What follows belongs to an exercise in optimizing a design on an open flow for small area, a short achievable clock period and few clock cycles; a production flow would make more cautious choices.
In this exercise RTL edits were held to simulation tests only and were not proved equivalent to the original.

==> flow/design.v, too long to show whole: its modules and the start of the top module <==
// module mm_engine: 3149 lines
// module mm_sys_top: 131 lines
module mm_sys_top (
  input  wire                          arm_clk,
  input  wire                          rst,
  input  wire                          job_valid,
  input  wire [3:0]                    job_m,
  input  wire [3:0]                    job_n,
  input  wire [3:0]                    job_p,
  input  wire                          data_valid,
  input  wire [31:0]                   data_word,
  output logic                         result_valid,
  output logic [31:0]                  result_data,
  output logic                         busy,
  output logic                         done
);
  // ...
==> flow/flow/run.sh <==
#!/bin/bash
set -e
echo "export SETUP_SLACK_MARGIN = 6.6" >> config.mk
bash standard.sh > standard.log 2>&1
==> flow/standard.sh <==
#!/bin/bash
# synth_recipe.tcl (not shown) runs the flow's synth.tcl, then flattens the netlist and writes it again
# the make line also repeats each setting of config.mk as NAME=value (left out here)
make -C /OpenROAD-flow-scripts/flow DESIGN_CONFIG=/design/flow/config.mk WORK_HOME=/design/flow/orfs CLKGATE_MAP_FILE= SYNTH_SCRIPT=/design/flow/synth_recipe.tcl "${@:-finish}"
==> flow/config.mk <==
export PLATFORM = sky130hd
export DESIGN_NAME = mm_sys_top
export DESIGN_NICKNAME = mm_sys_top
export VERILOG_FILES = /design/flow/design.v
export SDC_FILE = /design/flow/constraint.sdc
export NUM_CORES = 4
export LEC_CHECK = 0
export ABC_CLOCK_PERIOD_IN_PS = 3000
export CAP_MARGIN = 20
export CELL_PAD_IN_SITES_DETAIL_PLACEMENT = 1
export CORE_MARGIN = 2
export CORE_UTILIZATION = 30
export PLACE_DENSITY = 0.4
export SLEW_MARGIN = 20
export SYNTH_MEMORY_MAX_BITS = 16384
export SETUP_SLACK_MARGIN = 6.6
==> flow/constraint.sdc <==
create_clock -name core_clock -period 10.0 [get_ports {arm_clk}]
set_input_delay 2.0000 -clock core_clock [delete_from_list [all_inputs] [get_ports {arm_clk}]]
set_output_delay 2.0000 -clock core_clock [all_outputs]
set_load 0.01 [all_outputs]
==> impl_metrics.tcl, run 1 <==
set metrics [dict create \
    outcome "no timing/DRC/antenna violations" \
    yosys-top-cells-count "edfxtp_1 (1107), inv_1 (549), fa_1 (479), and2_1 (384), a22oi_1 (353)" \
    die_area_mm2 0.201 \
    grt-ovfl-total 0 \
    critPathCapture "u_dot.r1389" \
    cts.sinks 1292 \
    period_share_pct 36.8 \
    antenna_found_initial 26 \
    signal_buffers 290 \
    via_per_inst 4.81 \
    synthAdderAreaFrac_pct 16.8 \
    fillerInstances 19856 \
    stdcell_count 6921 \
    crit_fanout 5 \
    critPathTopFamily "adder cells" \
    tns_ps 0 \
    synthXorXnorAreaFrac_pct 0.326 \
    startpoint_type "flip-flop" \
    final_cell_mix "edfxtp_1 (1107), inv_1 (483), and2_1 (355)" \
    taps 2624 \
    ant_nets 0 \
    met1_length_mm 87.4 \
    nNetsFinal 4733 \
    setup_ws_ps 6320 \
    slew_viol_final 0 \
    cts_setup_buffers 144 \
    ys_types 60 \
    crit_cells 11 \
    syn_inst 3894 \
    synth_largest_area_cell "edfxtp_1" \
    min_period_ps 3680 \
    seq_area_frac_synth_pct 62.5 \
    die_x_um 448 \
    portBuffers 79 \
    rr_worst_depth 11 \
]
Testbench counts, summed over its fixed seeds: cycles 5,136.
==> inputs of run 2 (changes only) <==
==> flow/flow/run.sh (replaced) <==
#!/bin/bash
set -e
echo "export SETUP_SLACK_MARGIN = 6.3" >> config.mk
bash standard.sh > standard.log 2>&1
--- a/flow/config.mk
+++ b/flow/config.mk
@@ -10,7 +10,8 @@
 export CELL_PAD_IN_SITES_DETAIL_PLACEMENT = 1
 export CORE_MARGIN = 2
 export CORE_UTILIZATION = 30
+export CTS_CLUSTER_SIZE = 30
 export PLACE_DENSITY = 0.4
 export SLEW_MARGIN = 20
 export SYNTH_MEMORY_MAX_BITS = 16384
-export SETUP_SLACK_MARGIN = 6.6
+export SETUP_SLACK_MARGIN = 6.3
==> run 2 against run 1 <==
  * Synthesized cell count unchanged
  * Register-to-register slack better by 30 ps
  * Non-clock buffer count down 70
  * Die area unchanged
  * Fmax up 0.93%
  * Final cell count down 1.0%
  * Count of clock-buffer cells in the layout unchanged
  * Via count down 1.1%
  * Setup slack better by 34 ps
==> impl_metrics.tcl, run 2 <==
set metrics [dict create \
    hold_viol 0 \
    numCtsBuffers 146 \
    synth_area_per_cell_um2 15.2 \
    crit_fanout 5 \
    crit_chain "buf_4 -> nand2_1 -> fa_1 -> inv_1 -> fa_1 -> inv_1 -> fa_1 -> inv_1 -> fa_1 -> fa_1" \
    synthTopCellsByArea "edfxtp_1 (56%), fa_1 (16%), dfxtp_1 (6.0%), a22oi_1 (4.5%), and2_1 (4.1%)" \
    die_area_mm2 0.201 \
    num_vias 32947 \
    die_h_um 448 \
    grt_pass1_wl_mm 259 \
    root_buffer "clkbuf_16" \
    core_mm2 0.195 \
    grtUsageTotal_pct 18.1 \
    syn_inst 3894 \
    seq_area_frac_synth_pct 62.5 \
    portBuffers 79 \
    synth_edf_count 1107 \
    largestRegisters "fr: 512 flops, wc: 512 flops" \
    ios 83 \
    gp_congestion 0.841 \
    ys_types 60 \
    grt_setup_unrepaired "true" \
    fin_skew_ps 50.6 \
    drt_iter0_drc 2642 \
    ys_ff_latch 1292 \
    grt_max_degree 143 \
    critPathTopFamily "adder cells" \
    slew_headroom_pct 27.4 \
    htree_levels 4 \
    period_share_pct 36.5 \
    synth_top_area_share_pct 56.2 \
    area_growth_pct 17.1 \
    min_period_ps 3650 \
    crit_cells 10 \
    worst_pin_slew_ps 1080 \
    cts_hold_buffers 0 \
    routedWlPerCell_um 26.3 \
    ant_nets 0 \
    ys_warn_count 2 \
    startpoint_type "flip-flop" \
    fillerInstances 19928 \
    first_global_vias 36013 \
    crit_path_end_kind "flip-flop" \
    worst_path_most_repeated_cell "fa_1" \
    die_x_um 448 \
    worstHoldPathType "reg -> reg" \
    cts.sinks 1292 \
    synth_async_sr_flop_share_pct 0.619 \
    cts_tree "yes" \
    rr_worst_depth 10 \
    drc_errors 0 \
    required_ps 10640 \
    synth_area_mm2 0.0592 \
    syn-num-nets 4449 \
    routed_wl_mm 180 \
    via_per_inst 4.81 \
    grt-ovfl-total 0 \
    maxCapViolations 0 \
    cp_slowest_cell "fa_1" \
    insertion_delay_ps 790 \
    tns_ps 0 \
    clk_pin_slew_worst_paths_ps 60 \
    cts_buffer_depth 3 \
    setup_violations 0 \
    synth_largest_area_cell "edfxtp_1" \
    drive_gt1_share_pct 10.4 \
    path_buf_inv 4 \
    cp_data_arrival_time_ps 4290 \
    final_common_cell "edfxtp_1" \
    antenna_found_initial 26 \
    crit_type "reg -> reg" \
    rows 162 \
    nNetsFinal 4663 \
    dp_hpwl_mm 122 \
    first_pass_iters 5 \
    synth_most_common_cell "edfxtp_1" \
    start_util_pct 30.3 \
    slew_viol_final 0 \
    yosys-top-cells-count "edfxtp_1 (1107), inv_1 (549), fa_1 (479), and2_1 (384), a22oi_1 (353)" \
    hold_path_depth 0 \
    fmax_mhz 274 \
    final_cell_mix "edfxtp_1 (1107), inv_1 (543), fa_1 (475)" \
    max_stage_delay_ps 560 \
    synthFlopType "edfxtp_1" \
    outcome "no timing/DRC/antenna violations" \
]
-- run 2: repair_timing --
item                       CTS  global route
gates cloned                 3             0
gates resized for setup     57            69
pin swaps                    6            16
setup endpoints to repair  728           299
buffers inserted            70            26
-- run 2: metal layers --
layer	part of all wire (%)	vias to the layer above	GRT usage [%]
li1	-	14335	-
met1	48	17613	26.2
met2	45	787	28.4
met3	4.8	208	2.89
met4	1.9	4	4.09
met5	0.019	-	0
-- run 2: area by class of cell --
cell class / instances / area [um^2] / area share, %
Multi-Input combinational cell: 1898 / 19700 / 28.5
Antenna cell: 3 / 7.51 / 0.0108
Timing Repair Buffer: 220 / 2480 / 3.58
Inverter: 550 / 2060 / 2.98
Clock inverter: 54 / 465 / 0.672
Sequential cell: 1292 / 37100 / 53.5
Tap cell: 2624 / 3280 / 4.74
Clock buffer: 208 / 4170 / 6.01
-- run 2: cell families after synthesis --
family | Yosys count | share of synthesized area, %
flops | 1292 | 62.5
buf+inv | 704 | 4.59
compound gates | 691 | 9.19
simple gates | 664 | 6.26
fa+ha+maj | 507 | 16.8
xor+xnor | 22 | 0.326
mux | 14 | 0.321
-- run 2: through the flow --
stage / util, % / area [um^2] / cells / setup slack (ps) / hold WS [ps]
5_1_grt: 35.4 / 69200 / 6847 / 6180 / 385
2_1_floorplan: - / 59200 / 3894 / 2450 / 331
4_1_cts: 35.2 / 68800 / 6820 / 6240 / 368
6_report: 35.4 / 69300 / 6849 / 6350 / 367
3_5_place_dp: 32.3 / 63100 / 6485 / 4800 / 348
3_3_place_gp: 32.3 / 63100 / 6485 / 4830 / 341
-- run 2: final timing paths --
kind	endpoint	start	slack, ps
worst min register to register	result_valid	v1	370
worst max register to register	u_dot.r1411	wcol_r[22]	6350
min in group asynchronous	result_valid	rst	1460
max in group asynchronous	busy	rst	8280
worst max-delay path	u_dot.r1411	wcol_r[22]	6350
worst min-delay path	result_valid	v1	370
==> inputs of run 3 (changes only) <==
--- a/flow/config.mk
+++ b/flow/config.mk
@@ -9,9 +9,8 @@
 export CAP_MARGIN = 20
 export CELL_PAD_IN_SITES_DETAIL_PLACEMENT = 1
 export CORE_MARGIN = 2
-export CORE_UTILIZATION = 30
-export CTS_CLUSTER_SIZE = 30
-export PLACE_DENSITY = 0.4
+export CORE_UTILIZATION = 60
+export PLACE_DENSITY = 0.7
 export SLEW_MARGIN = 20
 export SYNTH_MEMORY_MAX_BITS = 16384
 export SETUP_SLACK_MARGIN = 6.3
==> run 3 against run 2 <==
  * Still clean
  * Via count up 20%
  * Area after synthesis unchanged
  * Setup slack worse by 430 ps
  * Design area down 2.6%
  * Largest cell class unchanged
  * Highest routed layer unchanged
==> impl_metrics.tcl, run 3 <==
set metrics [dict create \
    period_share_pct 40.8 \
    crit_chain "buf_12 -> and2_1 -> fa_1 -> inv_1 -> fa_1 -> inv_2 -> fa_2 -> inv_2 -> fa_1 -> inv_1 -> fa_2" \
    setup_violations 0 \
    fin_skew_ps 64.0 \
    cts_tree "yes" \
    worst_path_most_repeated_cell "fa_1" \
    fillerInstances 8384 \
    synthTopCellsByArea "edfxtp_1 (56%), fa_1 (16%), dfxtp_1 (6.0%), a22oi_1 (4.5%), and2_1 (4.1%)" \
    synth_edf_count 1107 \
    ys_warn_count 2 \
    cp_data_arrival_time_ps 4760 \
    fmax_mhz 245 \
    placed_area_mm2 0.0613 \
    dp_hpwl_mm 114 \
    dp_slack_ps 4410 \
    grt-ovfl-total 0 \
    synth_top_area_share_pct 56.2 \
    drt_iter0_drc 6380 \
    slew_viol_final 0 \
    maxCapViolations 0 \
    start_util_pct 60.4 \
    ys_types 60 \
    required_ps 10680 \
    rows 115 \
    routed_wl_mm 221 \
    routedWlPerCell_um 39.9 \
    cts.sinks 1292 \
    crit_path_end_kind "flip-flop" \
    hold_viol 0 \
    crit_type "reg -> reg" \
    syn_inst 3894 \
    via_per_inst 7.15 \
    grt_pass1_wl_mm 291 \
    min_period_ps 4080 \
    seq_area_frac_synth_pct 62.5 \
    synth_area_per_cell_um2 15.2 \
    critPathTopFamily "adder cells" \
    outcome "no timing/DRC/antenna violations" \
    area_growth_pct 14.0 \
    crit_fanout 6 \
    gp_congestion 0.937 \
    worstHoldPathType "reg -> reg" \
    synth_area_mm2 0.0592 \
    clk_pin_slew_worst_paths_ps 70 \
    cts_buffer_depth 3 \
    synthFlopType "edfxtp_1" \
    grtUsageTotal_pct 40.5 \
    setup_ws_ps 5920 \
    numCtsBuffers 132 \
    insertion_delay_ps 800 \
    worst_pin_slew_ps 1170 \
    die_x_um 318 \
    first_global_vias 40800 \
    nNetsFinal 4676 \
    cp_slowest_cell "fa_1" \
    ios 83 \
    grt_setup_unrepaired "true" \
    final_cell_mix "edfxtp_1 (1107), inv_1 (529), fa_1 (451)" \
    tns_ps 0 \
    antenna_found_initial 31 \
    cts_hold_buffers 0 \
    startpoint_type "flip-flop" \
    core_mm2 0.0980 \
    synth_async_sr_flop_share_pct 0.619 \
    synth_largest_area_cell "edfxtp_1" \
    ys_ff_latch 1292 \
    syn-num-nets 4449 \
    yosys-top-cells-count "edfxtp_1 (1107), inv_1 (549), fa_1 (479), and2_1 (384), a22oi_1 (353)" \
    htree_levels 4 \
    path_buf_inv 5 \
    die_h_um 318 \
    ant_nets 0 \
    max_stage_delay_ps 630 \
    root_buffer "clkbuf_16" \
    slew_headroom_pct 21.8 \
    synth_most_common_cell "edfxtp_1" \
    largestRegisters "fr: 512 flops, wc: 512 flops" \
    drive_gt1_share_pct 11.3 \
    portBuffers 79 \
    drc_errors 0 \
    first_pass_iters 9 \
    num_vias 39521 \
    final_cell_area_mm2 0.0675 \
    grt_max_degree 165 \
    die_area_mm2 0.101 \
    final_common_cell "edfxtp_1" \
]
==> run 3: cell counts after synthesis <==
No cell type changed its count.
==> run 3: final timing paths <==
kind	start	endpoint	slack (ps)	depth (start not counted)
setup reg to reg	wcol_r[18]	u_dot.r1389	5920	11
hold / removal	v1	result_valid	390	0
hold reg to reg	v1	result_valid	390	0
min in group asynchronous	rst	last1	1620	2
max in group asynchronous	rst	busy	8020	2
setup / recovery	wcol_r[18]	u_dot.r1389	5920	11
==> run 3: layout make-up <==
type                    instances  area [um^2]  share of cell area, %
flip-flops and latches       1292        37000                   54.9
clock inverters                62          641                  0.950
well taps                    1287         1610                   2.39
diodes                         19         47.5                 0.0705
inverters                     550         2060                   3.06
repair buffers                245         2700                   4.00
multi-input cells            1900        19900                   29.5
clock buffers                 170         3520                   5.21
==> run 3: timing repair <==
action	4_1_cts	5_1_grt
setup endpoints to repair	897	618
pin swaps	13	34
setup buffers	87	37
gates resized for setup	68	102
cloned	6	2
==> run 3: logic make-up after synthesis <==
group,Yosys count,share of synthesized area [%]
simple gates,664,6.26
mux,14,0.321
compound gates,691,9.19
buf+inv,704,4.59
fa+ha+maj,507,16.8
flops,1292,62.5
xor+xnor,22,0.326
==> run 3: through the flow <==
| stage | hold slack, ps | utilization (%) | std cells |
|---|---|---|---|
| 6_report | 394 | 68.9 | 5525 |
| 5_1_grt | 410 | 68.8 | 5508 |
| 4_1_cts | 369 | 68.0 | 5467 |
| 3_5_place_dp | 336 | 62.6 | 5142 |
| 3_3_place_gp | 340 | 62.6 | 5142 |
| 2_1_floorplan | 331 | - | 3894 |
==> run 3: metal layers <==
layer	share of wire [%]	track usage, %	up-vias
li1	-	-	14379
met1	31	48.5	19713
met2	47	65.2	4145
met3	14	13.1	1260
met4	7.5	22.7	24
met5	0.082	0	-
==> inputs of run 4 (changes only) <==
--- a/flow/config.mk
+++ b/flow/config.mk
@@ -10,6 +10,8 @@
 export CELL_PAD_IN_SITES_DETAIL_PLACEMENT = 1
 export CORE_MARGIN = 2
 export CORE_UTILIZATION = 60
+export CTS_CLUSTER_DIAMETER = 80
+export CTS_CLUSTER_SIZE = 20
 export PLACE_DENSITY = 0.7
 export SLEW_MARGIN = 20
 export SYNTH_MEMORY_MAX_BITS = 16384
==> run 4 against run 3 <==
  * Non-clock buffer count is 4 lower
  * Final cell count is 2.1% lower
  * Clock skew is 13 ps lower
  * Global-route usage is 4.3 points lower
  * Setup slack better by 270 ps
  * Register-to-register slack better by 270 ps
  * Area after synthesis stayed put
  * Critical endpoint unchanged
  * Largest cell class unchanged
==> impl_metrics.tcl, run 4 <==
set metrics [dict create \
    outcome "no timing/DRC/antenna violations" \
    first_global_vias 38735 \
    min_period_ps 3810 \
    synthFlopType "edfxtp_1" \
    synth_compound_area_share_pct 9.19 \
    numCtsBuffers 77 \
    fillerInstances 8645 \
    timing.rr.end "u_dot.r1389" \
    cp_data_arrival_time_ps 4400 \
    maxCapViolations 0 \
    ys_types 60 \
    dp_slack_ps 4410 \
    antenna_found_initial 23 \
    seq_area_frac_synth_pct 62.5 \
    routed_wl_mm 193 \
    slew_headroom_pct 23.4 \
    grt-ovfl-total 0 \
    final_cell_area_mm2 0.0656 \
    final_common_cell "edfxtp_1" \
    core_mm2 0.0980 \
    crit_type "reg -> reg" \
    yosys-top-cells-count "edfxtp_1 (1107), inv_1 (549), fa_1 (479), and2_1 (384), a22oi_1 (353)" \
    nNetsFinal 4617 \
    fin_skew_ps 50.9 \
    cts.sinks 1292 \
    syn_inst 3894 \
    synth_area_mm2 0.0592 \
    drt_iter0_drc 5110 \
    period_share_pct 38.1 \
    fmax_mhz 262 \
    synth_top_family_by_area "adder cells" \
    grt_setup_unrepaired "true" \
    root_buffer "clkbuf_16" \
    portBuffers 79 \
    worst_pin_slew_ps 1150 \
    setup_violations 0 \
    grt_max_degree 133 \
    synth_largest_area_cell "edfxtp_1" \
    gp_congestion 0.937 \
    ys_ff_latch 1292 \
    register_area_mm2 0.0370 \
    setup_ws_ps 6190 \
    clk_pin_slew_worst_paths_ps 100 \
    dp_hpwl_mm 114 \
    syn-num-nets 4449 \
    synthXorXnorAreaFrac_pct 0.326 \
    start_util_pct 60.4 \
    synth_mux_area_share_pct 0.321 \
    synth_top_area_share_pct 56.2 \
    grt_pass1_wl_mm 264 \
    ios 83 \
    die_h_um 318 \
    critPathCapture "u_dot.r1389" \
    rr_worst_depth 11 \
    synth_async_sr_flop_share_pct 0.619 \
    drive_gt1_share_pct 9.21 \
    htree_levels 3 \
    area_growth_pct 10.8 \
    crit_path_end_kind "flip-flop" \
    ant_nets 0 \
    synth_edf_count 1107 \
    cts_tree "yes" \
    via_per_inst 6.86 \
    die_x_um 318 \
    largestRegisters "fr: 512 flops, wc: 512 flops" \
    r2r_slack_ps 6190 \
    ys_warn_count 2 \
    synth_most_common_cell "edfxtp_1" \
    drc_errors 0 \
    cts_buffer_depth 3 \
    synthTopCellsByArea "edfxtp_1 (56%), fa_1 (16%), dfxtp_1 (6.0%), a22oi_1 (4.5%), and2_1 (4.1%)" \
    startpoint "wcol_r[17]" \
    crit_fanout 7 \
    synthAdderAreaFrac_pct 16.8 \
    routedWlPerCell_um 35.7 \
    multi_input_area_mm2 0.0198 \
    tns_ps 0 \
    die_area_mm2 0.101 \
    worstHoldPathType "reg -> reg" \
    rows 115 \
    synth_area_per_cell_um2 15.2 \
    first_pass_iters 8 \
    final_cell_mix "edfxtp_1 (1107), inv_1 (534), fa_1 (464)" \
    hold_viol 0 \
    grtUsageTotal_pct 36.2 \
    insertion_delay_ps 720 \
    required_ps 10590 \
    slew_viol_final 0 \
    num_vias 37093 \
    startpoint_type "flip-flop" \
    placed_area_mm2 0.0613 \
    synthSimpleGateAreaFrac_pct 6.26 \
    reg2reg_from "wcol_r[17]" \
]
==> run 4: cell counts after synthesis <==
No cell type changed its count.
==> run 4: layout make-up <==
class	count	share of cell area [%]
Clock inverter	15	0.374
Tap cell	1287	2.46
Antenna cell	7	0.0267
Timing Repair Buffer	241	4.07
Sequential cell	1292	56.5
Clock buffer	119	3.19
Multi-Input combinational cell	1900	30.3
Inverter	550	3.15
==> run 4: how the worst min path moves through the flow <==
stage,cells past startpoint,startpoint,end,slack [ps]
final,0,last1,done,410
after global placement,0,v1,result_valid,340
after floorplan,0,v1,result_valid,330
after global routing,0,last1,done,420
after detailed placement,0,v1,result_valid,340
after CTS,0,last1,done,410
==> run 4: cell families (layout without fill, tap and decap cells) <==
| family | Yosys count | in the layout |
|---|---|---|
| adder cells (fa/ha/maj) | 507 | 507 |
| other | 0 | 7 |
| flip-flops | 1292 | 1292 |
| buffers and inverters | 704 | 925 |
| XOR/XNOR | 22 | 22 |
| AO/OA/AOI/OAI | 691 | 691 |
| multiplexers | 14 | 14 |
| AND/OR/NAND/NOR | 664 | 666 |
==> run 4: worst max-delay path, stage by stage, from the launching register on <==
cell and delay (ps):
edfxtp_1 450, buf_6 190, and2_4 160, fa_1 520, inv_1 70, fa_1 560, inv_2 60, fa_2 610
inv_1 70, fa_2 520, inv_1 50, fa_1 420
==> run 4: per-stage QoR <==
step	util [%]	hold WS (ps)	cells
4_1_cts	66.2	410	5366
3_3_place_gp	62.6	340	5142
5_1_grt	66.9	420	5405
6_report	66.9	410	5411
2_1_floorplan	-	331	3894
3_5_place_dp	62.6	336	5142
==> run 4: metal layers <==
layer	global-route usage, %	share of wire, %	up-vias
met5	0	0.074	-
li1	-	-	14195
met3	8.04	12	817
met4	16.0	6.2	20
met2	59.9	48	3099
met1	46.2	34	18962
==> run 4: timing repair <==
item,4_1_cts,5_1_grt
pin swaps,15,37
hold buffers,0,0
endpoints found under the setup margin,984,435
resized for setup,69,87
cloned,7,0
buffers inserted,83,38
==> inputs of run 5 (changes only) <==
--- a/flow/config.mk
+++ b/flow/config.mk
@@ -9,10 +9,9 @@
 export CAP_MARGIN = 20
 export CELL_PAD_IN_SITES_DETAIL_PLACEMENT = 1
 export CORE_MARGIN = 2
-export CORE_UTILIZATION = 60
-export CTS_CLUSTER_DIAMETER = 80
-export CTS_CLUSTER_SIZE = 20
-export PLACE_DENSITY = 0.7
+export CORE_UTILIZATION = 30
+export CTS_BUF_LIST = sky130_fd_sc_hd__clkbuf_8
+export PLACE_DENSITY = 0.4
 export SLEW_MARGIN = 20
 export SYNTH_MEMORY_MAX_BITS = 16384
 export SETUP_SLACK_MARGIN = 6.3
==> run 5 against run 4 <==
  * Critical path depth unchanged
  * Final cell count is 29% higher
  * Highest routed layer unchanged
  * Critical path type unchanged
==> impl_metrics.tcl, run 5 <==
set metrics [dict create \
    fmax_mhz 270 \
    grt_max_degree 149 \
    start_util_pct 30.3 \
    ys_warn_count 2 \
    nNetsFinal 4728 \
    fillerInstances 20158 \
    routed_wl_mm 182 \
    area_growth_pct 16.3 \
    die_h_um 448 \
    clk_pin_slew_worst_paths_ps 60 \
    drive_gt1_share_pct 11.8 \
    syn-num-nets 4449 \
    ys_types 60 \
    synth_top_area_share_pct 56.2 \
    grtUsageTotal_pct 18.1 \
    die_x_um 448 \
    cp_data_arrival_time_ps 4490 \
    grt_pass1_wl_mm 261 \
    synth_largest_area_cell "edfxtp_1" \
    drt_iter0_drc 2428 \
    ios 83 \
    num_vias 33312 \
    numCtsBuffers 222 \
    crit_type "reg -> reg" \
    via_per_inst 4.77 \
    grt-ovfl-total 0 \
    yosys-top-cells-count "edfxtp_1 (1107), inv_1 (549), fa_1 (479), and2_1 (384), a22oi_1 (353)" \
    synthTopCellsByArea "edfxtp_1 (56%), fa_1 (16%), dfxtp_1 (6.0%), a22oi_1 (4.5%), and2_1 (4.1%)" \
    crit_chain "buf_4 -> and2_4 -> fa_1 -> inv_1 -> fa_1 -> inv_2 -> fa_1 -> inv_2 -> fa_1 -> inv_1 -> fa_1" \
    cp_slowest_cell "fa_1" \
    cts_tree "yes" \
    synthFlopType "edfxtp_1" \
    htree_levels 4 \
    synth_area_per_cell_um2 15.2 \
    startpoint_type "flip-flop" \
    core_mm2 0.195 \
    drc_errors 0 \
    insertion_delay_ps 980 \
    cts_buffer_depth 3 \
    dp_hpwl_mm 122 \
    outcome "no timing/DRC/antenna violations" \
    cts_hold_buffers 0 \
    post-route-util_pct 35.2 \
    ant_nets 0 \
    cts.sinks 1292 \
    largestRegisters "fr: 512 flops, wc: 512 flops" \
    synth_area_mm2 0.0592 \
    maxCapViolations 0 \
    worst_path_most_repeated_cell "fa_1" \
    slew_viol_final 0 \
    crit_path_end_kind "flip-flop" \
    first_pass_iters 5 \
    antenna_found_initial 21 \
    tns_ps 0 \
    routedWlPerCell_um 26.0 \
    seq_area_frac_synth_pct 62.5 \
    final_common_cell "edfxtp_1" \
    worstHoldPathType "reg -> reg" \
    rows 162 \
    grt_setup_unrepaired "true" \
    slew_headroom_pct 26.0 \
    die_area_mm2 0.201 \
    syn_inst 3894 \
    synth_edf_count 1107 \
    fin_skew_ps 80.5 \
    first_global_vias 36755 \
    worst_pin_slew_ps 1110 \
    portBuffers 79 \
    hold_viol 0 \
    crit_fanout 5 \
    max_stage_delay_ps 550 \
    gp_congestion 0.841 \
    synth_most_common_cell "edfxtp_1" \
    final_cell_mix "edfxtp_1 (1107), inv_1 (623), fa_1 (471)" \
    required_ps 10790 \
    ys_ff_latch 1292 \
    synth_async_sr_flop_share_pct 0.619 \
    root_buffer "clkbuf_8" \
    setup_violations 0 \
    period_share_pct 37.0 \
    min_period_ps 3700 \
]
## run 5: changes by cell type in the layout (fill, tap and decap cells not counted), sizes merged, moves of 5 or more
cell / before / now
bufinv: 1 / 6
clkdlybuf4s50: 65 / 44
dlygate4sd2: 12 / 18
clkdlybuf4s15: 0 / 10
inv: 558 / 638
buf: 158 / 134
clkbuf: 120 / 244
clkinv: 6 / 71
## run 5: area by class of cell
type	count	area [um^2]	share of cell area, %
clock buffer	242	3330	4.84
sequential	1292	37000	53.9
multi-input combinational	1898	19800	28.7
tap	2624	3280	4.77
inverter	550	2060	3.00
clock inverter	167	942	1.37
antenna	7	17.5	0.0255
timing repair buffer	209	2330	3.39
## run 5: path summary, 6_finish.rpt
path,from,end,slack (ps),cells after the start
min in group asynchronous,rst,result_valid,1310,2
setup / recovery,wcol_r[22],u_dot.r1389,6300,11
max in group asynchronous,rst,busy,8420,2
setup reg to reg,wcol_r[22],u_dot.r1389,6300,11
hold reg to reg,v1,result_valid,370,0
hold / removal,v1,result_valid,370,0
## run 5: worst max-delay path, delay by kind of cell, from the launching register on
family / cells / cell delay, ps
buffers and inverters: 5 / 440
adder cells (fa/ha/maj): 5 / 2430
AND/OR/NAND/NOR: 1 / 130
flip-flops: 1 / 530
## run 5: metal layers
layer | GRT usage [%] | share of wire (%) | up-vias
met1 | 26.1 | 48 | 17729
met5 | 0 | 0.0072 | -
met2 | 28.4 | 45 | 832
met4 | 4.65 | 2.1 | 2
li1 | - | - | 14524
met3 | 2.96 | 5.0 | 225
## run 5: cell families (layout without fill, tap and decap cells)
kind of cell	Yosys count	count (layout)	synth area share [%]
flops	1292	1292	62.5
buf+inv	704	1168	4.59
compound gates	691	691	9.19
simple gates	664	664	6.26
fa+ha+maj	507	507	16.8
xor+xnor	22	22	0.326
mux	14	14	0.321
other cells	0	7	0
## run 5: timing repair
| item | CTS | global route |
|---|---|---|
| pin swaps | 7 | 13 |
| buffers inserted | 71 | 14 |
| gates resized for setup | 94 | 81 |
| endpoints found under the setup margin | 400 | 584 |
| cloned | 1 | 2 |
| endpoints found under the hold margin | 0 | 0 |
## run 5: per-stage QoR
stage | cell area [um^2] | std cells | hold WS [ps] | worst slack, ps
after global routing | 68800 | 6986 | 385 | 6180
after global placement | 63100 | 6485 | 341 | 4830
after detailed placement | 63100 | 6485 | 348 | 4800
final | 68800 | 6989 | 369 | 6300
after floorplan | 59200 | 3894 | 331 | 2450
after CTS | 68300 | 6966 | 368 | 6210
==> inputs of run 6 (changes only) <==
--- a/flow/config.mk
+++ b/flow/config.mk
@@ -10,7 +10,6 @@
 export CELL_PAD_IN_SITES_DETAIL_PLACEMENT = 1
 export CORE_MARGIN = 2
 export CORE_UTILIZATION = 30
-export CTS_BUF_LIST = sky130_fd_sc_hd__clkbuf_8
 export PLACE_DENSITY = 0.4
 export SLEW_MARGIN = 20
 export SYNTH_MEMORY_MAX_BITS = 16384
==> run 6 against run 5 <==
  * Still clean
  * Design area is 0.68% higher
  * Wire length fell by 0.78%
  * Hold slack lost 2.8 ps
  * Register-to-register slack better by 50 ps
  * Synthesized cell count stayed put
  * Sequential cell count did not move
  * Non-clock buffer count grew 11
  * First-iteration DRC count rose by 8.8%
  * Area after synthesis is the same
  * Largest cell class unchanged
  * Highest routed layer unchanged
==> impl_metrics.tcl, run 6 <==
set metrics [dict create \
    outcome "no timing/DRC/antenna violations" \
    maxCapViolations 0 \
    routedWlPerCell_um 26.3 \
    insertion_delay_ps 790 \
    synth_largest_area_cell "edfxtp_1" \
    nNetsFinal 4663 \
    die_x_um 448 \
    worst_pin_slew_ps 1080 \
    routed_wl_mm 180 \
    final_common_cell "edfxtp_1" \
    synthTopCellsByArea "edfxtp_1 (56%), fa_1 (16%), dfxtp_1 (6.0%), a22oi_1 (4.5%), and2_1 (4.1%)" \
    cp_data_arrival_time_ps 4290 \
    slew_headroom_pct 27.4 \
    setup_ws_ps 6350 \
    startpoint_type "flip-flop" \
    rows 162 \
    period_share_pct 36.5 \
    hold_viol 0 \
    num_vias 32947 \
    antenna_found_initial 26 \
    synth_edf_count 1107 \
    dp_hpwl_mm 122 \
    synth_area_mm2 0.0592 \
    yosys-top-cells-count "edfxtp_1 (1107), inv_1 (549), fa_1 (479), and2_1 (384), a22oi_1 (353)" \
    min_period_ps 3650 \
    required_ps 10640 \
    fmax_mhz 274 \
    core_mm2 0.195 \
    placed_area_mm2 0.0631 \
    drive_gt1_share_pct 10.4 \
    fin_skew_ps 50.6 \
    largestRegisters "fr: 512 flops, wc: 512 flops" \
    numCtsBuffers 146 \
    synth_most_common_cell "edfxtp_1" \
    cts_tree "yes" \
    synth_async_sr_flop_share_pct 0.619 \
    ant_nets 0 \
    rr_worst_depth 10 \
    synth_top_area_share_pct 56.2 \
    final_cell_mix "edfxtp_1 (1107), inv_1 (543), fa_1 (475)" \
    grtUsageTotal_pct 18.1 \
    dp_slack_ps 4800 \
    drt_iter0_drc 2642 \
    portBuffers 79 \
    hold_path_depth 0 \
    syn-num-nets 4449 \
    tns_ps 0 \
    ys_warn_count 2 \
    synthFlopType "edfxtp_1" \
    synth_area_per_cell_um2 15.2 \
    cts_buffer_depth 3 \
    worstHoldPathType "reg -> reg" \
    die_h_um 448 \
    ios 83 \
    met3_usage_pct 2.89 \
    setup_violations 0 \
    grt_pass1_wl_mm 259 \
    grtUsageMet2_pct 28.4 \
    grt-ovfl-total 0 \
    root_buffer "clkbuf_16" \
    slew_viol_final 0 \
    crit_fanout 5 \
    clk_pin_slew_worst_paths_ps 60 \
    grt_setup_unrepaired "true" \
    via_per_inst 4.81 \
    crit_path_end_kind "flip-flop" \
    ys_types 60 \
    crit_type "reg -> reg" \
    ys_ff_latch 1292 \
    htree_levels 4 \
    drc_errors 0 \
    seq_area_frac_synth_pct 62.5 \
    die_area_mm2 0.201 \
    syn_inst 3894 \
    grt_use_met1_pct 26.2 \
    grt_max_degree 143 \
    cts.sinks 1292 \
    final_cell_area_mm2 0.0693 \
    start_util_pct 30.3 \
    first_global_vias 36013 \
    gp_congestion 0.841 \
    first_pass_iters 5 \
    area_growth_pct 17.1 \
    grt.busiest_layer "met2" \
]
-- run 6: cell counts after synthesis --
No cell type changed its count.
-- run 6: layout make-up --
class / instances / area, um^2
Multi-Input combinational cell: 1898 / 19700
Antenna cell: 3 / 7.51
Tap cell: 2624 / 3280
Timing Repair Buffer: 220 / 2480
Clock buffer: 208 / 4170
Clock inverter: 54 / 465
Sequential cell: 1292 / 37100
Fill cell: 19928 / 126000
Inverter: 550 / 2060
-- run 6: worst max-delay path: stages, from the launching register on --
cell and delay, ps:
edfxtp_1 530, buf_4 180, nand2_1 60, fa_1 520, inv_1 60, fa_1 550
inv_1 100, fa_1 560, inv_1 80, fa_1 420, fa_1 450
-- run 6: stage by stage --
step           instances  util, %  hold WS, ps
6_report            6849     35.4          367
3_3_place_gp        6485     32.3          341
4_1_cts             6820     35.2          368
2_1_floorplan       3894        -          331
5_1_grt             6847     35.4          385
3_5_place_dp        6485     32.3          348
-- run 6: what timing repair did --
action                                  in CTS  in global routing
gates resized for setup                     57                 69
gates cloned                                 3                  0
pin swaps                                    6                 16
buffers inserted                            70                 26
hold buffers                                 0                  0
endpoints found under the setup margin     728                299
-- run 6: final timing paths --
path	slack, ps	to	startpoint
setup / recovery	6350	u_dot.r1411	wcol_r[22]
min in group asynchronous	1460	result_valid	rst
max in group asynchronous	8280	busy	rst
hold reg to reg	370	result_valid	v1
setup reg to reg	6350	u_dot.r1411	wcol_r[22]
hold / removal	370	result_valid	v1
-- run 6: metal layers --
metal / part of all wire [%] / wire length [um] / up-vias
li1: - / - / 14335
met1: 48 / 86500 / 17613
met2: 45 / 81800 / 787
met3: 4.8 / 8640 / 208
met4: 1.9 / 3400 / 4
met5: 0.019 / 34 / -
-- run 6: kinds of logic after synthesis --
logic type | Yosys count | synth area share (%)
compound gates | 691 | 9.19
xor+xnor | 22 | 0.326
fa+ha+maj | 507 | 16.8
buf+inv | 704 | 4.59
flops | 1292 | 62.5
mux | 14 | 0.321
simple gates | 664 | 6.26
==> inputs of run 7 (changes only) <==
--- a/flow/config.mk
+++ b/flow/config.mk
@@ -10,6 +10,8 @@
 export CELL_PAD_IN_SITES_DETAIL_PLACEMENT = 1
 export CORE_MARGIN = 2
 export CORE_UTILIZATION = 30
+export CTS_CLUSTER_DIAMETER = 150
+export CTS_CLUSTER_SIZE = 20
 export PLACE_DENSITY = 0.4
 export SLEW_MARGIN = 20
 export SYNTH_MEMORY_MAX_BITS = 16384
==> run 7 against run 6 <==
  * Die area unchanged
  * Fmax about the same
  * Critical path depth down 2
  * Sequential share of layout area up 1.8 points
  * Register-to-register slack about the same
  * Count of clock-buffer cells in the layout down 92
  * Core utilization down 1.2 points
==> impl_metrics.tcl, run 7 <==
set metrics [dict create \
    critPathTopFamily "adder cells" \
    largestRegisters "fr: 512 flops, wc: 512 flops" \
    required_ps 10610 \
    area_growth_pct 13.2 \
    ys_warn_count 2 \
    period_share_pct 36.5 \
    slew_headroom_pct 25.3 \
    synth_edf_count 1107 \
    synth_top_area_share_pct 56.2 \
    root_buffer "clkbuf_16" \
    fillerInstances 20040 \
    grt_pass1_wl_mm 257 \
    routedWlPerCell_um 26.6 \
    grt_max_degree 143 \
    path_buf_inv 2 \
    synth_most_common_cell "edfxtp_1" \
    ios 83 \
    cp_data_arrival_time_ps 4260 \
    drc_errors 0 \
    first_pass_iters 5 \
    worst_path_most_repeated_cell "fa_1" \
    ys_types 60 \
    max_stage_delay_ps 570 \
    clk_pin_slew_worst_paths_ps 90 \
    fmax_mhz 274 \
    nNetsFinal 4586 \
    synth_area_per_cell_um2 15.2 \
    die_area_mm2 0.201 \
    stdcell_count 6711 \
    crit_fanout 4 \
    worst_pin_slew_ps 1120 \
    synthFlopType "edfxtp_1" \
    cts_tree "yes" \
    min_period_ps 3650 \
    synthTopCellsByArea "edfxtp_1 (56%), fa_1 (16%), dfxtp_1 (6.0%), a22oi_1 (4.5%), and2_1 (4.1%)" \
    syn_inst 3894 \
    outcome "no timing/DRC/antenna violations" \
    antenna_found_initial 25 \
    insertion_delay_ps 730 \
    crit_chain "buf_4 -> and2_1 -> fa_1 -> fa_1 -> fa_1 -> fa_1 -> inv_1 -> fa_1" \
    die_h_um 448 \
    portBuffers 79 \
    yosys-top-cells-count "edfxtp_1 (1107), inv_1 (549), fa_1 (479), and2_1 (384), a22oi_1 (353)" \
    cp_slowest_cell "edfxtp_1" \
    r2r_slack_ps 6350 \
    dp_hpwl_mm 122 \
    syn-num-nets 4449 \
    ys_ff_latch 1292 \
    cts.sinks 1292 \
    htree_levels 3 \
    met1_length_mm 86.6 \
    numCtsBuffers 77 \
    setup_violations 0 \
    startpoint_type "flip-flop" \
    ant_nets 0 \
    fin_skew_ps 40.3 \
    grt_setup_unrepaired "true" \
    tns_ps 0 \
    routed_wl_mm 179 \
    hold_viol 0 \
    first_global_vias 35241 \
    die_x_um 448 \
    crit_type "reg -> reg" \
    gp_congestion 0.841 \
    met2_length_mm 81.5 \
    maxCapViolations 0 \
    top_layer_used "met5" \
    whs_ps 371 \
    rows 162 \
    drive_gt1_share_pct 8.28 \
    num_vias 32473 \
    grt-ovfl-total 0 \
    seq_area_frac_synth_pct 62.5 \
    dr_wl_met3_mm 7.59 \
    drt_iter0_drc 2692 \
    crit_path_end_kind "flip-flop" \
    synth_async_sr_flop_share_pct 0.619 \
    via_per_inst 4.84 \
    cts_hold_buffers 0 \
    slew_viol_final 0 \
    start_util_pct 30.3 \
    synth_largest_area_cell "edfxtp_1" \
    final_cell_mix "edfxtp_1 (1107), inv_1 (539), fa_1 (473)" \
    synth_area_mm2 0.0592 \
    core_mm2 0.195 \
    worstHoldPathType "reg -> reg" \
    dp.cells 6485 \
    grtUsageTotal_pct 17.8 \
    final_common_cell "edfxtp_1" \
    cts_buffer_depth 3 \
]
run 7: layout make-up:
cell class / instances / area (um^2) / share of cell area [%]
clock buffer: 116 / 2070 / 3.10
clock inverter: 15 / 244 / 0.364
sequential: 1292 / 37000 / 55.3
multi-input combinational: 1898 / 19800 / 29.6
inverter: 550 / 2060 / 3.08
tap: 2624 / 3280 / 4.90
timing repair buffer: 212 / 2410 / 3.60
antenna: 4 / 10.0 / 0.0149
run 7: kinds of logic (layout without fill, tap and decap cells):
| kind of cell | Yosys count | in the layout | share of synthesized area, % |
|---|---|---|---|
| simple gates | 664 | 664 | 6.26 |
| mux | 14 | 14 | 0.321 |
| compound gates | 691 | 691 | 9.19 |
| buf+inv | 704 | 893 | 4.59 |
| flops | 1292 | 1292 | 62.5 |
| xor+xnor | 22 | 22 | 0.326 |
| fa+ha+maj | 507 | 507 | 16.8 |
| other cells | 0 | 4 | 0 |
run 7: repair_timing:
action,in CTS,in global routing
pin swaps,5,21
setup endpoints to repair,735,419
buffers inserted,66,22
gates cloned,3,0
resized for setup,54,86
run 7: layer usage:
metal,track usage [%],up-vias
li1,-,14118
met1,26.3,17494
met5,0,-
met2,28.3,708
met4,3.62,2
met3,2.10,151
run 7: path summary, 6_finish.rpt:
check / startpoint / endpoint / depth (start not counted)
worst max-delay path: wcol_r[47] / u_dot.r1412 / 8
worst min-delay path: v1 / result_valid / 0
worst max register to register: wcol_r[47] / u_dot.r1412 / 8
worst min register to register: v1 / result_valid / 0
max in group asynchronous: rst / busy / 2
min in group asynchronous: rst / last1 / 2
run 7: metrics by stage:
| stage | setup slack [ps] | utilization, % | cell area, um^2 |
|---|---|---|---|
| floorplan | 2450 | - | 59200 |
| global placement | 4830 | 32.3 | 63100 |
| detailed placement | 4800 | 32.3 | 63100 |
| CTS | 6230 | 34.0 | 66400 |
| global route | 6210 | 34.3 | 67000 |
| finish | 6350 | 34.3 | 67000 |
==> module mm_sys_top, before the edit <==
module mm_sys_top (
  input  wire                          arm_clk,
  input  wire                          rst,
  input  wire                          job_valid,
  input  wire [3:0]                    job_m,
  input  wire [3:0]                    job_n,
  input  wire [3:0]                    job_p,
  input  wire                          data_valid,
  input  wire [31:0]                   data_word,
  output logic                         result_valid,
  output logic [31:0]                  result_data,
  output logic                         busy,
  output logic                         done
);
  localparam logic [1:0] PH_F = 2'd0;   
  localparam logic [1:0] PH_W = 2'd1;   
  localparam logic [1:0] PH_O = 2'd2;   
  localparam logic [1:0] PH_E = 2'd3;   
  logic [1:0] phase;
  logic [2:0] mm1, nm1, pm1;   
  logic [2:0] k;
  logic       g;
  logic [7:0] fi, fj;          
  logic       op_last;         
  logic       v1, last1;
  logic       wload;           
  logic [7:0][7:0][7:0] fr;   
  logic [7:0][7:0][7:0] wc;   
  wire accept  = job_valid & ~busy;
  wire f_two   = mm1[2];    
  wire w_two   = pm1[2];    
  wire in_f    = busy & (phase == PH_F);
  wire ld_f    = in_f & data_valid;
  wire ld_w    = busy & wload & data_valid;
  wire f_end   = (g == f_two) & (k == nm1);
  wire w_end   = (g == w_two) & (k == nm1);
  wire w_start = ld_w & (k == nm1) & ~g;
  wire stall   = wload & fj[4];
  wire issue   = busy & (phase == PH_O) & ~stall;
  wire advance = issue | w_start;   
  wire wrap_j  = |(fj & (8'b1 << pm1));
  always_ff @(posedge arm_clk or posedge rst) begin
    if (rst) begin
      busy         <= 1'b0;
      done         <= 1'b0;
      phase        <= PH_F;
      wload        <= 1'b0;
      v1           <= 1'b0;
      last1        <= 1'b0;
      result_valid <= 1'b0;
    end else begin
      v1           <= issue;
      last1        <= issue & op_last;
      result_valid <= v1;
      done         <= last1;
      if (accept) begin
        busy  <= 1'b1;
        phase <= PH_F;
      end else if (last1) begin
        busy <= 1'b0;
      end
      if (ld_f && f_end) begin
        phase <= PH_W;
        wload <= 1'b1;
      end
      if (ld_w && w_end) wload <= 1'b0;
      if (w_start) phase <= PH_O;
      if (issue && op_last) phase <= PH_E;
    end
  end
  always_ff @(posedge arm_clk) begin
    if (accept) begin
      mm1 <= job_m[2:0] - 3'd1;
      nm1 <= job_n[2:0] - 3'd1;
      pm1 <= job_p[2:0] - 3'd1;
      k   <= 3'd0;
      g   <= 1'b0;
      fi  <= 8'd1;
      fj  <= 8'd1;
    end
    if (ld_f || ld_w) begin
      if (g == (ld_f ? f_two : w_two)) begin
        g <= 1'b0;
        k <= (k == nm1) ? 3'd0 : k + 3'd1;
      end else begin
        g <= 1'b1;
      end
    end
    if (advance) begin
      op_last <= |(fi & (8'b1 << mm1)) & wrap_j;
      fj      <= wrap_j ? 8'd1 : {fj[6:0], 1'b0};
      if (wrap_j) fi <= {fi[6:0], 1'b0};
    end
  end
  always_ff @(posedge arm_clk) begin
    for (int l = 0; l < 4; l++) begin
      for (int h = 0; h < 2; h++) begin
        if (ld_f && g == h[0]) begin
          fr[4*h+l][0] <= data_word[8*l +: 8];
          for (int q = 1; q < 8; q++) fr[4*h+l][q] <= fr[4*h+l][q-1];
        end
        if (ld_w && g == h[0]) begin
          wc[4*h+l][0] <= data_word[8*l +: 8];
          for (int q = 1; q < 8; q++) wc[4*h+l][q] <= wc[4*h+l][q-1];
        end
      end
    end
  end
  logic [7:0][7:0] frow_r, wcol_r;
  logic [7:0][7:0] frow, wcol;
  logic [7:0]      kmask;
  for (genvar q = 0; q < 8; q++) begin : g_mask
    assign kmask[q] = (q <= nm1);   
  end
  always_comb begin
    frow = '0;
    wcol = '0;
    for (int r = 0; r < 8; r++) begin
      frow = frow | (fr[r] & {64{fi[r]}});
      wcol = wcol | (wc[r] & {64{fj[r]}});
    end
  end
  always_ff @(posedge arm_clk) begin
    for (int q = 0; q < 8; q++) frow_r[q] <= frow[q] & {8{kmask[q]}};
    if (issue)          wcol_r <= wcol;
    else if (ld_w && !g) wcol_r <= {wcol_r[6:0], data_word[7:0]};
  end
  logic [18:0] sum;
  mm_engine u_dot (.clk(arm_clk), .f(frow_r), .w(wcol_r), .res(sum));
  always_ff @(posedge arm_clk) result_data <= {{13{sum[18]}}, sum};
endmodule
==> inputs of run 8 (changes only) <==
--- a/flow/design.v
+++ b/flow/design.v
@@ -3203,6 +3203,7 @@
   logic [2:0] k;
   logic       g;
   logic [7:0] fi, fj;          
+  logic       ov;              
   logic       op_last;         
   logic       v1, last1;
   logic       wload;           
@@ -3217,22 +3218,24 @@
   wire f_end   = (g == f_two) & (k == nm1);
   wire w_end   = (g == w_two) & (k == nm1);
   wire w_start = ld_w & (k == nm1) & ~g;
-  wire stall   = wload & fj[4];
-  wire issue   = busy & (phase == PH_O) & ~stall;
-  wire advance = issue | w_start;   
+  wire fetch   = busy & (phase == PH_O) & ~(wload & fj[4]);
+  wire advance = fetch | w_start;   
   wire wrap_j  = |(fj & (8'b1 << pm1));
+  wire last_f  = |(fi & (8'b1 << mm1)) & wrap_j;   
   always_ff @(posedge arm_clk or posedge rst) begin
     if (rst) begin
       busy         <= 1'b0;
       done         <= 1'b0;
       phase        <= PH_F;
       wload        <= 1'b0;
+      ov           <= 1'b0;
       v1           <= 1'b0;
       last1        <= 1'b0;
       result_valid <= 1'b0;
     end else begin
-      v1           <= issue;
-      last1        <= issue & op_last;
+      ov           <= advance;
+      v1           <= ov;
+      last1        <= ov & op_last;
       result_valid <= v1;
       done         <= last1;
       if (accept) begin
@@ -3247,7 +3250,7 @@
       end
       if (ld_w && w_end) wload <= 1'b0;
       if (w_start) phase <= PH_O;
-      if (issue && op_last) phase <= PH_E;
+      if (advance && last_f) phase <= PH_E;
     end
   end
   always_ff @(posedge arm_clk) begin
@@ -3269,7 +3272,7 @@
       end
     end
     if (advance) begin
-      op_last <= |(fi & (8'b1 << mm1)) & wrap_j;
+      op_last <= last_f;
       fj      <= wrap_j ? 8'd1 : {fj[6:0], 1'b0};
       if (wrap_j) fi <= {fi[6:0], 1'b0};
     end
@@ -3304,8 +3307,8 @@
   end
   always_ff @(posedge arm_clk) begin
     for (int q = 0; q < 8; q++) frow_r[q] <= frow[q] & {8{kmask[q]}};
-    if (issue)          wcol_r <= wcol;
-    else if (ld_w && !g) wcol_r <= {wcol_r[6:0], data_word[7:0]};
+    if (ld_w && !g) wcol_r <= {wc[0][6:0], data_word[7:0]};
+    else            wcol_r <= wcol;
   end
   logic [18:0] sum;
   mm_engine u_dot (.clk(arm_clk), .f(frow_r), .w(wcol_r), .res(sum));
==> flow/flow/run.sh (replaced) <==
#!/bin/bash
set -e
echo "export SETUP_SLACK_MARGIN = 6.5" >> config.mk
bash standard.sh > standard.log 2>&1
--- a/flow/config.mk
+++ b/flow/config.mk
@@ -15,4 +15,4 @@
 export PLACE_DENSITY = 0.4
 export SLEW_MARGIN = 20
 export SYNTH_MEMORY_MAX_BITS = 16384
-export SETUP_SLACK_MARGIN = 6.3
+export SETUP_SLACK_MARGIN = 6.5
==> run 8 against run 7 <==
  * Non-clock buffer count fell by 16
  * Via count shrank 0.25%
  * Hold slack better by 11 ps
  * Core utilization about the same
==> impl_metrics.tcl, run 8 <==
set metrics [dict create \
    die_x_um 445 \
    outcome "no timing/DRC/antenna violations" \
    multi_input_area_mm2 0.0198 \
    dp_hpwl_mm 125 \
    clk_pin_slew_worst_paths_ps 80 \
    drt_iter0_drc 2748 \
    period_share_pct 37.4 \
    tns_ps 0 \
    routedWlPerCell_um 27.4 \
    startpoint_type "flip-flop" \
    area_growth_pct 13.4 \
    whs_ps 381 \
    maxCapViolations 0 \
    crit_fanout 4 \
    start_util_pct 30.3 \
    grtUsageTotal_pct 18.2 \
    insertion_delay_ps 730 \
    synth_edf_count 1043 \
    grt_setup_unrepaired "true" \
    via_per_inst 4.90 \
    worst_pin_slew_ps 1140 \
    rows 161 \
    dp.cells 6383 \
    grt_pass1_wl_mm 259 \
    gp_congestion 0.863 \
    fin_skew_ps 39.0 \
    fillerInstances 19850 \
    synth_area_per_cell_um2 15.1 \
    hold_viol 0 \
    synth_area_mm2 0.0584 \
    register_area_mm2 0.0367 \
    path_buf_inv 3 \
    ys_warn_count 2 \
    largestRegisters "fr: 512 flops, wc: 512 flops" \
    synthTopCellsByArea "edfxtp_1 (54%), fa_1 (16%), dfxtp_1 (8.3%), and2_1 (4.1%), inv_1 (3.5%)" \
    numCtsBuffers 76 \
    worstHoldStart "ov" \
    required_ps 10610 \
    drive_gt1_share_pct 11.4 \
    first_pass_iters 5 \
    core_mm2 0.193 \
    routed_wl_mm 181 \
    cts_tree "yes" \
    critPathTopFamily "adder cells" \
    portBuffers 79 \
    nNetsFinal 4565 \
    first_global_vias 35173 \
    timing.rr.end "result_data[17]" \
    crit_chain "fa_2 -> fa_2 -> fa_1 -> inv_1 -> fa_1 -> inv_2 -> ha_4 -> and3_4 -> nand3_4 -> nor4_4 -> buf_4 -> or2_4 -> o311a_1" \
    ios 83 \
    final_common_cell "edfxtp_1" \
    syn-num-nets 4433 \
    yosys-top-cells-count "edfxtp_1 (1043), inv_1 (543), fa_1 (479), and2_1 (379), dfxtp_1 (241)" \
    slew_viol_final 0 \
    cts_hold_buffers 0 \
    cts.sinks 1293 \
    seq_area_frac_synth_pct 62.3 \
    reg2reg_from "u_dot.r1417" \
    min_period_ps 3740 \
    final_cell_mix "edfxtp_1 (1043), inv_1 (519), fa_1 (446)" \
    holdPathEnd "v1" \
    crit_path_end_kind "flip-flop" \
    setup_violations 0 \
    synthFlopType "edfxtp_1" \
    startpoint "u_dot.r1417" \
    ys_types 62 \
    placed_area_mm2 0.0622 \
    grt-ovfl-total 0 \
    synth_most_common_cell "edfxtp_1" \
    r2r_slack_ps 6260 \
    antenna_found_initial 24 \
    fmax_mhz 267 \
    die_h_um 445 \
    htree_levels 3 \
    synth_largest_area_cell "edfxtp_1" \
    rr_worst_depth 13 \
    syn_inst 3878 \
    synth_top_area_share_pct 53.6 \
    slew_headroom_pct 23.5 \
    synth_async_sr_flop_share_pct 0.696 \
    grt_max_degree 79 \
    max_stage_delay_ps 510 \
    die_area_mm2 0.198 \
    stdcell_count 6604 \
    final_cell_area_mm2 0.0662 \
    crit_type "reg -> reg" \
    ys_ff_latch 1293 \
    cp_data_arrival_time_ps 4340 \
    ant_nets 0 \
    num_vias 32391 \
    hold_path_depth 0 \
    worstHoldPathType "reg -> reg" \
    cp_slowest_cell "fa_1" \
    drc_errors 0 \
    root_buffer "clkbuf_16" \
    cts_buffer_depth 3 \
]
## run 8: cell count changes after synthesis, sizes merged, moves of 64 or more
cell and change:
a22o +64, a22oi -129, dfxtp +64, edfxtp -64, nand4 -67
## run 8: how the worst max path moves through the flow
stage / to / cells after the start
6_report: result_data[17] / 13
5_1_grt: result_data[17] / 15
4_1_cts: result_data[17] / 12
3_5_place_dp: wc[250] / 6
3_3_place_gp: wc[186] / 6
2_1_floorplan: wc[0] / 6
## run 8: layout make-up
cell class / count / area share, %
clock buffers: 131 / 3.25
multi-input cells: 1898 / 29.9
diodes: 6 / 0.0227
clock inverters: 9 / 0.166
repair buffers: 196 / 3.38
flip-flops and latches: 1293 / 55.4
repair inverters: 1 / 0.0113
well taps: 2526 / 4.77
inverters: 544 / 3.09
## run 8: metrics by stage
step	setup slack, ps	util, %
detailed placement	3660	32.2
finish	6260	34.3
CTS	6240	34.1
global placement	3710	32.2
global route	6160	34.3
floorplan	3170	-
## run 8: cell families after synthesis
group	after synthesis	share of synthesized area, %
mux	7	0.240
xor+xnor	21	0.315
flops	1293	62.3
compound gates	698	9.47
simple gates	662	6.13
buf+inv	690	4.54
fa+ha+maj	507	17.0
## run 8: metal layers
metal  wire, um  GRT usage, %  part of all wire, %
met2      84200          29.2                   47
met5         11             0               0.0061
met3       6730          1.72                  3.7
met4       3100          3.99                  1.7
met1      86800          26.6                   48
## run 8: worst reg2reg max path, stage by stage (launching register included)
cell and delay, ps:
dfxtp_2 330, fa_2 480, fa_2 380, fa_1 510, inv_1 50, fa_1 490
inv_2 50, ha_4 230, and3_4 190, nand3_4 110, nor4_4 60, buf_4 170
or2_4 270, o311a_1 340
## run 8: repair_timing
item                       in CTS  in global routing
gates resized for setup       305                 70
pin swaps                      38                 37
setup endpoints to repair    1013                498
cloned                         13                  2
buffers inserted               47                 13
Testbench counts of run 8, summed over its fixed seeds: cycles 5,136.
==> inputs of run 9 (changes only) <==
==> flow/flow/run.sh (replaced) <==
#!/bin/bash
set -e
echo "export SETUP_SLACK_MARGIN = 6.3" >> config.mk
bash standard.sh > standard.log 2>&1
--- a/flow/config.mk
+++ b/flow/config.mk
@@ -5,6 +5,7 @@
 export SDC_FILE = /design/flow/constraint.sdc
 export NUM_CORES = 4
 export LEC_CHECK = 0
+export ABC_AREA = 1
 export ABC_CLOCK_PERIOD_IN_PS = 3000
 export CAP_MARGIN = 20
 export CELL_PAD_IN_SITES_DETAIL_PLACEMENT = 1
@@ -15,4 +16,4 @@
 export PLACE_DENSITY = 0.4
 export SLEW_MARGIN = 20
 export SYNTH_MEMORY_MAX_BITS = 16384
-export SETUP_SLACK_MARGIN = 6.5
+export SETUP_SLACK_MARGIN = 6.3
==> run 9 against run 8 <==
  * Core utilization shrank 0.92 points
  * Hold slack lost 19 ps
  * Register-to-register slack gained 120 ps
  * Synthesized cell count grew 30%
  * Design area grew 0.90%
  * Still clean
  * Clock skew grew 14 ps
  * Highest routed layer unchanged
  * First-iteration DRC count shrank 0.80%
  * Non-clock buffer count shrank 62
==> impl_metrics.tcl, run 9 <==
set metrics [dict create \
    worst_pin_slew_ps 1110 \
    seq_area_frac_synth_pct 60.1 \
    fmax_mhz 273 \
    worst_path_most_repeated_cell "buf_12" \
    numCtsBuffers 74 \
    synth_area_mm2 0.0605 \
    max_stage_delay_ps 530 \
    crit_chain "clkdlybuf4s50_1 -> nand3_4 -> nor2_4 -> buf_12 -> buf_12 -> inv_8 -> buf_8 -> buf_12 -> nor2_1 -> a31oi_1" \
    via_per_inst 4.66 \
    dp_hpwl_mm 130 \
    yosys-top-cells-count "nand2_1 (1350), edfxtp_1 (1043), inv_1 (960), fa_1 (479), dfxtp_1 (241)" \
    routedWlPerCell_um 23.9 \
    cts_buffer_depth 3 \
    synth_most_common_cell "nand2_1" \
    insertion_delay_ps 740 \
    drc_errors 0 \
    syn_inst 5043 \
    core_mm2 0.200 \
    num_vias 35844 \
    grt-ovfl-total 0 \
    largestRegisters "fr: 512 flops, wc: 512 flops" \
    routed_wl_mm 184 \
    cts_tree "yes" \
    syn-num-nets 5598 \
    post-route-util_pct 33.4 \
    final_cell_mix "nand2_1 (1346), edfxtp_1 (1043), inv_1 (959)" \
    hold_viol 0 \
    synth_largest_area_cell "edfxtp_1" \
    synth_top_area_share_pct 51.8 \
    required_ps 10610 \
    min_period_ps 3660 \
    grt_setup_unrepaired "true" \
    ys_types 43 \
    final_common_cell "nand2_1" \
    root_buffer "clkbuf_16" \
    gp_congestion 0.893 \
    first_pass_iters 5 \
    grt_max_degree 82 \
    synthTopCellsByArea "edfxtp_1 (52%), fa_1 (16%), nand2_1 (8.4%), dfxtp_1 (8.0%), inv_1 (6.0%)" \
    rr_worst_depth 14 \
    ant_nets 0 \
    critPathTopFamily "buffers and inverters" \
    period_share_pct 36.6 \
    final_cell_area_mm2 0.0668 \
    grtUsageTotal_pct 17.9 \
    nNetsFinal 5539 \
    r2r_slack_ps 6380 \
    synth_edf_count 1043 \
    tns_ps 0 \
    startpoint_type "input pin" \
    slew_headroom_pct 25.7 \
    clk_pin_slew_worst_paths_ps 80 \
    crit_cells 10 \
    ys_ff_latch 1293 \
    cts.sinks 1293 \
    fillerInstances 21528 \
    whs_ps 362 \
    setup_violations 0 \
    htree_levels 3 \
    cts_hold_buffers 0 \
    area_growth_pct 10.5 \
    grt_pass1_wl_mm 266 \
    crit_type "in -> reg" \
    path_buf_inv 6 \
    synthFlopType "edfxtp_1" \
    start_util_pct 30.2 \
    rows 164 \
    die_h_um 453 \
    portBuffers 79 \
    fin_skew_ps 53.4 \
    drt_iter0_drc 2726 \
    slew_viol_final 0 \
    startpoint "data_valid" \
    worstHoldPathType "reg -> reg" \
    outcome "no timing/DRC/antenna violations" \
    crit_fanout 43 \
    die_area_mm2 0.205 \
    cp_data_arrival_time_ps 4270 \
    maxCapViolations 0 \
    first_global_vias 38349 \
    cp_slowest_cell "clkdlybuf4s50_1" \
    critPathCapture "wcol_r[32]" \
    ys_warn_count 2 \
    drive_gt1_share_pct 6.03 \
    placed_area_mm2 0.0639 \
    synth_area_per_cell_um2 12.0 \
    antenna_found_initial 27 \
    crit_path_end_kind "flip-flop" \
    timing.rr.end "result_data[17]" \
    ios 83 \
    reg2reg_from "u_dot.r1437" \
    die_x_um 453 \
    synth_async_sr_flop_share_pct 0.696 \
]
## run 9: worst min path at each step
stage / startpoint / to / slack [ps] / cells after the start
finish: v1 / result_valid / 360 / 0
global route: v1 / result_valid / 380 / 0
CTS: v1 / result_valid / 370 / 0
detailed placement: v1 / result_valid / 340 / 0
global placement: v1 / result_valid / 340 / 0
floorplan: v1 / result_valid / 330 / 0
## run 9: layout make-up
type	count	area (um^2)	area share, %
tap	2656	3320	4.97
antenna	1	2.50	0.00375
clock buffer	126	2070	3.09
multi-input combinational	2519	19600	29.3
inverter	962	3620	5.42
timing repair buffer	134	1540	2.31
clock inverter	8	149	0.223
sequential	1293	36600	54.7
## run 9: kinds of logic after synthesis
kind of cell | Yosys count | synth area share, %
simple gates | 1573 | 10.2
flops | 1293 | 60.1
buf+inv | 1233 | 7.88
fa+ha+maj | 507 | 16.4
compound gates | 419 | 5.07
xor+xnor | 18 | 0.273
## run 9: what timing repair did
action / 4_1_cts / 5_1_grt
resized for setup: 82 / 105
pin swaps: 3 / 9
buffers inserted: 2 / 6
gates cloned: 6 / 1
setup endpoints to repair: 909 / 256
## run 9: layer usage
metal | track usage, % | share of wire [%]
met1 | 25.8 | 48
met2 | 27.9 | 44
met3 | 3.07 | 5.1
met4 | 4.64 | 2.7
met5 | 0 | 0.018
## run 9: metrics by stage
| step | setup WS [ps] | cells |
|---|---|---|
| after global routing | 6230 | 7699 |
| final | 6340 | 7699 |
| after floorplan | 3600 | 5043 |
| after CTS | 6170 | 7691 |
| after detailed placement | 4270 | 7549 |
| after global placement | 4330 | 7549 |

[separate check: timing with driven ports]
No port has a modelled driver above. Below, the same layouts with a new extraction and two added sets of constraints. Step 1 (the two cells are an assumption about what drives the block):
set clk [get_ports {arm_clk}]
set_driving_cell -lib_cell sky130_fd_sc_hd__clkbuf_16 $clk
set_driving_cell -lib_cell sky130_fd_sc_hd__buf_2 [delete_from_list [all_inputs] $clk]
Step 2 adds t to the input delays and takes it off the output delays; t is the mean of the earliest and latest rising clock arrival at the registers after step 1. Input paths then give back, and output paths get back, about the clock's delay inside the block. a / b / c = no drivers / after step 1 / after step 2; a / b = the first two.
run	t, ns	slack for setup (ns)	worst setup path at the end	worst data-port slew with drivers (ns)
run 1	0.843	6.318 / 6.318 / 5.867	input to register	0.08
run 2	0.841	6.352 / 6.315 / 5.607	input to register	0.08
run 3	0.850	5.921 / 5.921 / 5.413	input to register	0.07
run 4	0.767	6.188 / 6.188 / 5.546	input to register	0.05
run 5	1.010	6.299 / 6.299 / 5.441	input to register	0.08
run 6	0.841	6.352 / 6.315 / 5.607	input to register	0.08
run 7	0.790	6.353 / 6.313 / 5.669	input to register	0.08
run 8	0.788	6.262 / 6.262 / 5.811	input to register	0.23
run 9	0.793	6.341 / 6.292 / 5.599	input to register	0.09
After both steps every run listed still meets setup and hold. The setup slack of run 5, which loses most, moves by 0.000 ns with the drivers and by -0.858 ns with both steps.
